This design comes from an exercise in tuning for small area, a short achievable clock period and few clock cycles on the open sky130 flow, not from production work.
Function was checked by simulation only, so behaviour that the tests miss may differ from the original.
Power and IR drop assume default switching activity.

==> design/flow/design.v <==
module nrle_lane (
  input  logic        clk,
  input  logic        en1,
  input  logic        en2,
  input  logic [3:0]  code,
  input  logic [6:0]  bright,
  output logic [21:0] lane_o
);
  localparam logic [12:0] DIV100_RECIP = 13'd5243;
  localparam int DIV100_SHIFT = 19;
  localparam logic [3:0] NOTE_MAX = 4'd12;
  function automatic logic [20:0] nrle_palette(input logic [3:0] c);
    logic [20:0] p;
    case (c)
      4'd1:    p = {7'd100, 7'd0,   7'd0};
      4'd2:    p = {7'd90,  7'd10,  7'd0};
      4'd3:    p = {7'd70,  7'd30,  7'd0};
      4'd4:    p = {7'd65,  7'd25,  7'd10};
      4'd5:    p = {7'd33,  7'd33,  7'd33};
      4'd6:    p = {7'd0,   7'd100, 7'd0};
      4'd7:    p = {7'd15,  7'd80,  7'd15};
      4'd8:    p = {7'd8,   7'd47,  7'd44};
      4'd9:    p = {7'd7,   7'd8,   7'd85};
      4'd10:   p = {7'd0,   7'd0,   7'd100};
      4'd11:   p = {7'd50,  7'd0,   7'd50};
      4'd12:   p = {7'd85,  7'd0,   7'd15};
      default: p = {7'd0,   7'd0,   7'd0};
    endcase
    nrle_palette = p;
  endfunction
  logic [20:0] pal;
  logic        act_r;
  logic [13:0] prod_r_r, prod_g_r, prod_b_r;
  logic [26:0] q_r, q_g, q_b;
  logic [21:0] lane_r;
  assign pal = nrle_palette(code);
  always_ff @(posedge clk) begin
    if (en1) begin
      act_r    <= (code != 4'd0) && (code <= NOTE_MAX);
      prod_r_r <= 14'(bright) * 14'(pal[20:14]);
      prod_g_r <= 14'(bright) * 14'(pal[13:7]);
      prod_b_r <= 14'(bright) * 14'(pal[6:0]);
    end
  end
  assign q_r = 27'(prod_r_r) * 27'(DIV100_RECIP);
  assign q_g = 27'(prod_g_r) * 27'(DIV100_RECIP);
  assign q_b = 27'(prod_b_r) * 27'(DIV100_RECIP);
  always_ff @(posedge clk) begin
    if (en2) begin
      lane_r <= {act_r, q_r[DIV100_SHIFT +: 7], q_g[DIV100_SHIFT +: 7], q_b[DIV100_SHIFT +: 7]};
    end
  end
  assign lane_o = lane_r;
endmodule
module nrle_merge (
  input  logic        clk,
  input  logic        en,
  input  logic [87:0] lanes,
  output logic [86:0] item_o
);
  localparam int LANES = 4;
  logic [2:0]  cnt_nxt;
  logic [83:0] slot_nxt;
  logic [86:0] item_r;
  always_comb begin
    cnt_nxt  = '0;
    slot_nxt = '0;
    for (int k = 0; k < LANES; k++) begin
      if (lanes[22*k + 21]) begin
        slot_nxt[21*cnt_nxt[1:0] +: 21] = lanes[22*k +: 21];
        cnt_nxt = cnt_nxt + 3'd1;
      end
    end
  end
  always_ff @(posedge clk) begin
    if (en) begin
      item_r <= {cnt_nxt, slot_nxt};
    end
  end
  assign item_o = item_r;
endmodule
module nrle_emit #(
  parameter int LED_COUNT = 12
) (
  input  logic        clk,
  input  logic        rst_n,
  input  logic        item_v,
  input  logic [86:0] item,
  output logic        take,
  input  logic        res_ready,
  output logic        res_valid,
  output logic [3:0]  res_led_index,
  output logic [1:0]  res_color_channel,
  output logic [6:0]  res_level,
  output logic [31:0] res_pulse_pattern,
  output logic        res_last
);
  localparam int LANES = 4;
  localparam int LED_W = $clog2(LED_COUNT);
  localparam int ACC_W = $clog2(LED_COUNT + LANES + 1);
  localparam logic [1:0] CH_GREEN = 2'd0;
  localparam logic [1:0] CH_RED   = 2'd1;
  localparam logic [1:0] CH_BLUE  = 2'd2;
  function automatic logic [31:0] nrle_pulse(input logic [6:0] lvl);
    logic [7:0]  v;
    logic [31:0] pat;
    v = {1'b0, lvl};
    for (int k = 0; k < 8; k++) begin
      pat[4*k +: 4] = {1'b1, v[k], 2'b00};
    end
    nrle_pulse = pat;
  endfunction
  logic             busy_r, busy_nxt;
  logic             vld_r, vld_nxt;
  logic [86:0]      cur_r;
  logic [2:0]       cur_cnt;
  logic [LED_W-1:0] led_r, led_nxt;
  logic [1:0]       ch_r, ch_nxt;
  logic [1:0]       seg_r, seg_nxt;
  logic [ACC_W-1:0] acc_r, acc_nxt, acc_sum;
  logic [3:0]       ri_r, ri_nxt;
  logic [1:0]       rc_r, rc_nxt;
  logic [6:0]       rl_r, rl_nxt;
  logic [31:0]      rp_r, rp_nxt;
  logic             rlast_r, rlast_nxt;
  logic             gen, is_last;
  logic [20:0]      lv;
  logic [6:0]       level;
  assign cur_cnt = cur_r[86:84];
  assign gen     = busy_r && (!vld_r || res_ready);
  assign is_last = (led_r == LED_W'(LED_COUNT - 1)) && (ch_r == CH_BLUE);
  assign take    = item_v && (!busy_r || (gen && is_last));
  assign lv      = (cur_cnt == 3'd0) ? '0 : cur_r[21*seg_r +: 21];
  assign acc_sum = acc_r + ACC_W'(cur_cnt);
  always_comb begin
    case (ch_r)
      CH_GREEN: level = lv[13:7];
      CH_RED:   level = lv[20:14];
      CH_BLUE:  level = lv[6:0];
      default:  level = 7'd0;
    endcase
  end
  always_comb begin
    busy_nxt  = busy_r;
    vld_nxt   = vld_r && !res_ready;
    led_nxt   = led_r;
    ch_nxt    = ch_r;
    seg_nxt   = seg_r;
    acc_nxt   = acc_r;
    ri_nxt    = ri_r;
    rc_nxt    = rc_r;
    rl_nxt    = rl_r;
    rp_nxt    = rp_r;
    rlast_nxt = rlast_r;
    if (gen) begin
      vld_nxt   = 1'b1;
      ri_nxt    = 4'(led_r);
      rc_nxt    = ch_r;
      rl_nxt    = level;
      rp_nxt    = nrle_pulse(level);
      rlast_nxt = is_last;
      if (ch_r == CH_BLUE) begin
        ch_nxt  = CH_GREEN;
        led_nxt = led_r + LED_W'(1);
        if (acc_sum >= ACC_W'(LED_COUNT)) begin
          acc_nxt = acc_sum - ACC_W'(LED_COUNT);
          seg_nxt = seg_r + 2'd1;
        end else begin
          acc_nxt = acc_sum;
        end
      end else begin
        ch_nxt = ch_r + 2'd1;
      end
      if (is_last) begin
        busy_nxt = 1'b0;
      end
    end
    if (take) begin
      busy_nxt = 1'b1;
      led_nxt  = '0;
      ch_nxt   = CH_GREEN;
      seg_nxt  = 2'd0;
      acc_nxt  = '0;
    end
  end
  always_ff @(posedge clk) begin
    if (!rst_n) begin
      busy_r <= 1'b0;
      vld_r  <= 1'b0;
      led_r  <= '0;
      ch_r   <= CH_GREEN;
      seg_r  <= 2'd0;
      acc_r  <= '0;
    end else begin
      busy_r <= busy_nxt;
      vld_r  <= vld_nxt;
      led_r  <= led_nxt;
      ch_r   <= ch_nxt;
      seg_r  <= seg_nxt;
      acc_r  <= acc_nxt;
    end
  end
  always_ff @(posedge clk) begin
    ri_r    <= ri_nxt;
    rc_r    <= rc_nxt;
    rl_r    <= rl_nxt;
    rp_r    <= rp_nxt;
    rlast_r <= rlast_nxt;
    if (take) begin
      cur_r <= item;
    end
  end
  assign res_valid         = vld_r;
  assign res_led_index     = ri_r;
  assign res_color_channel = rc_r;
  assign res_level         = rl_r;
  assign res_pulse_pattern = rp_r;
  assign res_last          = rlast_r;
endmodule
module note_ring_led_pulse_encoder
#(
  parameter int LED_COUNT = 12
) (
  input  logic        clk,
  input  logic        rst_n,
  input  logic        in_valid,
  output logic        in_ready,
  input  logic [3:0]  note_first,
  input  logic [3:0]  note_second,
  input  logic [3:0]  note_third,
  input  logic [3:0]  note_fourth,
  output logic        out_valid,
  input  logic        out_ready,
  output logic [3:0]  out_led_index,
  output logic [1:0]  out_color_channel,
  output logic [6:0]  out_level,
  output logic [31:0] out_pulse_pattern,
  output logic        out_last,
  input  logic        cfg_we,
  input  logic [6:0]  cfg_wdata
);
  localparam int LANES = 4;
  localparam logic [6:0] BRIGHT_MAX   = 7'd100;
  localparam logic [6:0] BRIGHT_RESET = 7'd10;
  logic        s1_v_r, s2_v_r, s3_v_r;
  logic        adv1, adv2, adv3, take;
  logic [6:0]  bright_r;
  logic [3:0]  codes [LANES];
  logic [87:0] lanes;
  logic [86:0] item;
  assign codes[0] = note_first;
  assign codes[1] = note_second;
  assign codes[2] = note_third;
  assign codes[3] = note_fourth;
  assign adv3        = s2_v_r && (!s3_v_r || take);
  assign adv2        = s1_v_r && (!s2_v_r || adv3);
  assign in_ready    = !s1_v_r || adv2;
  assign adv1        = in_valid && in_ready;
  always_ff @(posedge clk) begin
    if (!rst_n) begin
      bright_r <= BRIGHT_RESET;
      s1_v_r   <= 1'b0;
      s2_v_r   <= 1'b0;
      s3_v_r   <= 1'b0;
    end else begin
      if (cfg_we) begin
        bright_r <= (cfg_wdata > BRIGHT_MAX) ? BRIGHT_MAX : cfg_wdata;
      end
      if (in_ready) s1_v_r <= adv1;
      if (!s2_v_r || adv3) s2_v_r <= adv2;
      if (!s3_v_r || take) s3_v_r <= adv3;
    end
  end
  for (genvar g = 0; g < LANES; g++) begin : g_lane
    nrle_lane u_lane (
      .clk    (clk),
      .en1    (adv1),
      .en2    (adv2),
      .code   (codes[g]),
      .bright (bright_r),
      .lane_o (lanes[22*g +: 22])
    );
  end
  nrle_merge u_merge (
    .clk    (clk),
    .en     (adv3),
    .lanes  (lanes),
    .item_o (item)
  );
  nrle_emit #(
    .LED_COUNT (LED_COUNT)
  ) u_emit (
    .clk               (clk),
    .rst_n             (rst_n),
    .item_v            (s3_v_r),
    .item              (item),
    .take              (take),
    .res_ready         (out_ready),
    .res_valid         (out_valid),
    .res_led_index     (out_led_index),
    .res_color_channel (out_color_channel),
    .res_level         (out_level),
    .res_pulse_pattern (out_pulse_pattern),
    .res_last          (out_last)
  );
endmodule
==> design/flow/run.sh <==
#!/bin/bash
# synth_recipe.tcl (not shown) runs the flow's synth.tcl, then flattens the netlist and writes it again
# the make line also repeats each setting of config.mk as NAME=value (left out here)
make -C /OpenROAD-flow-scripts/flow DESIGN_CONFIG=/design/flow/config.mk WORK_HOME=/design/flow/orfs CLKGATE_MAP_FILE= SYNTH_SCRIPT=/design/flow/synth_recipe.tcl finish
==> design/flow/config.mk <==
export PLATFORM = sky130hd
export DESIGN_NAME = note_ring_led_pulse_encoder
export DESIGN_NICKNAME = note_ring_led_pulse_encoder
export VERILOG_FILES = /design/flow/design.v
export SDC_FILE = /design/flow/constraint.sdc
export NUM_CORES = 4
export LEC_CHECK = 0
export CAP_MARGIN = 20
export CORE_MARGIN = 2
export CORE_UTILIZATION = 40
export SLEW_MARGIN = 20
==> design/flow/constraint.sdc <==
create_clock -name core_clock -period 7.5 [get_ports {clk}]
set_input_delay 1.5000 -clock core_clock [delete_from_list [all_inputs] [get_ports {clk}]]
set_output_delay 1.5000 -clock core_clock [all_outputs]
set_load 0.01 [all_outputs]
==> metrics.md <==
| Metric | Value |
|---|---|
| Worst setup SP type | `input port` |
| Nets@finish | `9863` |
| # Post-CTS Setup Buffers | `0` |
| Setup CP Type | `in2reg` |
| Compound-Gate Fraction of Synth Area | `6.384%` |
| Worst min path class | `reg2reg` |
| Simple-Gate Fraction of Synth Area | `8.950%` |
| DR WL/cell | `16.20 um` |
| Core area | `187600 um^2` |
| Worst VDD drop | `0.3633 mV` |
| Worst Setup Slack, final | `0.8209 ns` |
| Final Max Slew Viols | `0` |
| Row count | `159` |
| Post-Place Worst Slack | `0.2151 ns` |
| CTS Buffer Depth | `3` |
| Ys flop type | `edfxtp_1` |
| Detailed Route WL | `158500 um` |
| Asr flop ratio synth | `0%` |
| Post-route core utilization | `43.19%` |
| CP Buf/Inv Count | `7` |
| Final Non-Filler Cells | `9786` |
| Max-cap viol count | `0` |
| Crit-path cells | `clkdlybuf4s50_1 -> inv_1 -> ha_1 -> nand2_1 -> o21ai_0 -> nand2_1 -> o21ai_0 -> and2_1 -> fa_1 -> inv_1 -> fa_1 -> inv_1 -> fa_1 -> inv_1 -> fa_1 -> inv_1 -> ha_1 -> inv_1 -> o21bai_1 -> a21oi_1 -> o21ai_0 -> a21oi_1 -> mux2i_1 -> nand3_1` |
| Post-DP HPWL | `131700 um` |
| Initial Util | `40.23%` |
| Crit path max fanout | `7` |
| Htree depth | `2` |
| Worst slew margin | `24.36%` |
| Remaining DRCs | `0` |
| Fill count | `17640` |
| Number of nets with antenna violations after routing | `0` |
| Die width | `438.4 um` |
| Endpoints failing setup | `0` |
| Vias per cell | `4.926` |
| Cell Pwr Density | `405.8 nW/um^2` |
| Initial antenna violation count | `8` |
| Min Tclk post-route | `6.679 ns` |
| Gate power share | `78.3%` |
| Hold_buf cts | `0` |
| DRT Pass-1 Iters | `6` |
| Synth top area share | `27.40%` |
| Multiplexer share of the synthesized area | `0.8371%` |
| Post-Syn Area | `75480 um^2` |
| Slowest-stage cell, CP | `clkdlybuf4s50_1` |
| First-pass GRT wire length | `265800 um` |
| CTS Buf Count | `54` |
| Crit path required time | `7.92 ns` |
| Worst Tran Pin Value | `1.135 ns` |
| Mapped Cells | `7205` |
| Layout area overhead | `7.343%` |
| Placed cell count | `9685` |
| Synth top area cells | `fa_1, ha_1, edfxtp_1, inv_1, and2_1` |
| Die area | `192200 um^2` |
| Most common cell after layout, fill and taps aside | `inv_1` |
| Synthesized-area fraction occupied by adder cells | `53.19%` |
| Critical Path AT | `7.10 ns` |
| Routed vias | `48210` |
| #FFs+latches synth | `473` |
| Psw | `16.56 mW` |
| Max incr delay on CP | `0.62 ns` |
| Seq/Total Area, Yosys | `18.49%` |
| Main combinational cell family by area after synthesis | `adder cells` |
| Unique masters post-synth | `75` |
| Post-synth EDFFs | `448` |
| Post-cts sizing count | `0` |
| Net Sw Frac | `50.36%` |
| Mapped Avg Cell Area | `10.48 um^2` |
| Critical Path Most Common Cell | `inv_1` |
| IO Count | `76` |
| Clock transition at path regs | `0.06 ns` |
| Synth Warn # | `6` |
| 1st-iter DRT viols | `2576` |
| Vias in the first global route | `51490` |
| Inserted Diodes | `0` |
| PortBufs | `50` |
| Most frequent cells in the layout | `inv_1, ha_1, fa_1` |
| Clock network power share | `8.6%` |
| CTS tree | `done` |
| Routability cong. | `0.8400` |
| Final period util | `89.05%` |
| Worst-Skew Late Latency | `0.69 ns` |
| Sequential share of power | `13.1%` |
| Final hold violations | `0` |
| GRT overflow | `0` |
| XOR/XNOR Fraction of Synth Area | `2.831%` |
| Max Freq | `0.1497 GHz` |
| Layout cells sized above 1 | `2.976%` |
| CP top delay family | `adder cells` |
| Die Y | `438.4 um` |
| Setup Skew | `0.07278 ns` |
| Crit end category | `flop` |
| Pin count of the biggest net entering global routing | `88` |
| Pleak | `41.86 nW` |
| Cell-internal power | `16.32 mW` |
| RSZ-0062 raised after global routing | `no` |
| Setup TNS | `0 ns` |
| Status | `no timing/DRC/antenna violations` |
| Clk root buf | `clkbuf_16` |
| Synth area leader | `fa_1` |
| Clock sink count | `473` |
| Overall Global Routing Usage | `17.02%` |
==> routing by layer <==
layer	share of wire, %	vias to the layer above	GRT usage [%]
li1	-	23430	-
met4	2.4	2	3.893
met2	48	727	28.93
met3	3.9	154	1.854
met5	0.0082	-	0
met1	46	23900	23.25
==> synth_stat cells, drive strengths merged (60+ instances only) <==
| master | instances |
|---|---|
| inv | 1672 |
| ha | 1556 |
| fa | 1033 |
| edfxtp | 448 |
| and2 | 372 |
| nand2 | 282 |
| xnor2 | 192 |
| a21oi | 187 |
| o21ai | 177 |
| nor2 | 176 |
| clkbuf | 130 |
| nor2b | 106 |
| nand3 | 66 |
| and3 | 64 |
| a21o | 61 |
| nor3 | 60 |
==> path summary, 6_finish.rpt <==
| path | from | to | slack [ns] | cells past startpoint |
|---|---|---|---|---|
| hold / removal | u_merge.item_r[7] | u_emit.cur_r[7] | 0.36 | 0 |
| setup / recovery | note_fourth[1] | g_lane[3].u_lane.prod_b_r[12] | 0.82 | 24 |
| setup reg to reg | g_lane[2].u_lane.prod_b_r[12] | g_lane[2].u_lane.lane_r[6] | 1.20 | 18 |
| hold reg to reg | u_merge.item_r[7] | u_emit.cur_r[7] | 0.36 | 0 |
==> cell type report <==
class | instances | area (um^2) | area share (%)
Multi-Input combinational cell | 4915 | 54650 | 67.45
Sequential cell | 473 | 13980 | 17.26
Inverter | 1673 | 6280 | 7.751
Tap cell | 2495 | 3122 | 3.853
Clock buffer | 63 | 1406 | 1.736
Timing Repair Buffer | 129 | 1119 | 1.381
Clock inverter | 38 | 466.7 | 0.5760
==> per-stage QoR <==
| step | area [um^2] | hold WS (ns) | power (mW) |
|---|---|---|---|
| 2_1_floorplan | 75570 | 0.4003 | 23.23 |
| 3_3_place_gp | 79130 | 0.4006 | 29.58 |
| 3_5_place_dp | 79130 | 0.4045 | 30.38 |
| 4_1_cts | 81010 | 0.3353 | 33.53 |
| 5_1_grt | 81020 | 0.3518 | 37.79 |
| 6_report | 81020 | 0.3626 | 32.88 |
==> state kept, by name, indices dropped and copies added, names as in the netlist, 2 cells and up <==
name,cells
bright_r,7
g_lane.u_lane.act_r,4
g_lane.u_lane.lane_r,88
g_lane.u_lane.prod_b_r,56
g_lane.u_lane.prod_g_r,56
g_lane.u_lane.prod_r_r,56
u_emit.acc_r,5
u_emit.ch_r,2
u_emit.cur_r,87
u_emit.led_r,4
u_emit.rc_r,2
u_emit.ri_r,4
u_emit.rl_r,7
u_emit.seg_r,2
u_merge.item_r,87
==> cells by family (layout without fill, tap and decap cells) <==
logic type / after synthesis / in the layout
multiplexers: 44 / 44
buffers and inverters: 1840 / 1903
AND/OR/NAND/NOR: 1273 / 1273
XOR/XNOR: 244 / 244
AO/OA/AOI/OAI: 740 / 740
other: 2 / 25
flip-flops: 473 / 473
adder cells (fa/ha/maj): 2589 / 2589
==> power groups by stage <==
stage | Clock (mW) | Sequential, mW | Combinational, mW
floorplan | 0 | 4.02 | 19.2
global placement | 0 | 4.36 | 25.2
detailed placement | 0 | 4.36 | 26.0
CTS | 2.90 | 4.31 | 26.3
global route | 2.99 | 4.36 | 30.4
finish | 2.82 | 4.30 | 25.8
Testbench counts, summed over its fixed seeds: cycles 13,864.

==> static timing again, ports no longer ideal <==
The results above use ideal ports. As a check the final layout listed here was re-extracted and re-timed, cells and wires unchanged. Step 1 assumes that a clkbuf_16 drives the clock port and a buf_2 every other input. Step 2, shift: input delay + t, output delay - t, t = (earliest + latest rising clock arrival at the registers) / 2. This alone moves slack from input paths to output paths. Three values: ideal ports, drivers, drivers and shift; two values: the first two.
t, ns: 0.728
setup slack, ns: 0.821 / 0.791 / 0.063
hold WS [ns]: 0.363 / 0.363 / 0.363
pins driven straight from the clock port: 1
After both steps this run still meets setup and hold. For this run, drivers alone change the setup slack by -0.030 ns; drivers and shift together by -0.758 ns.
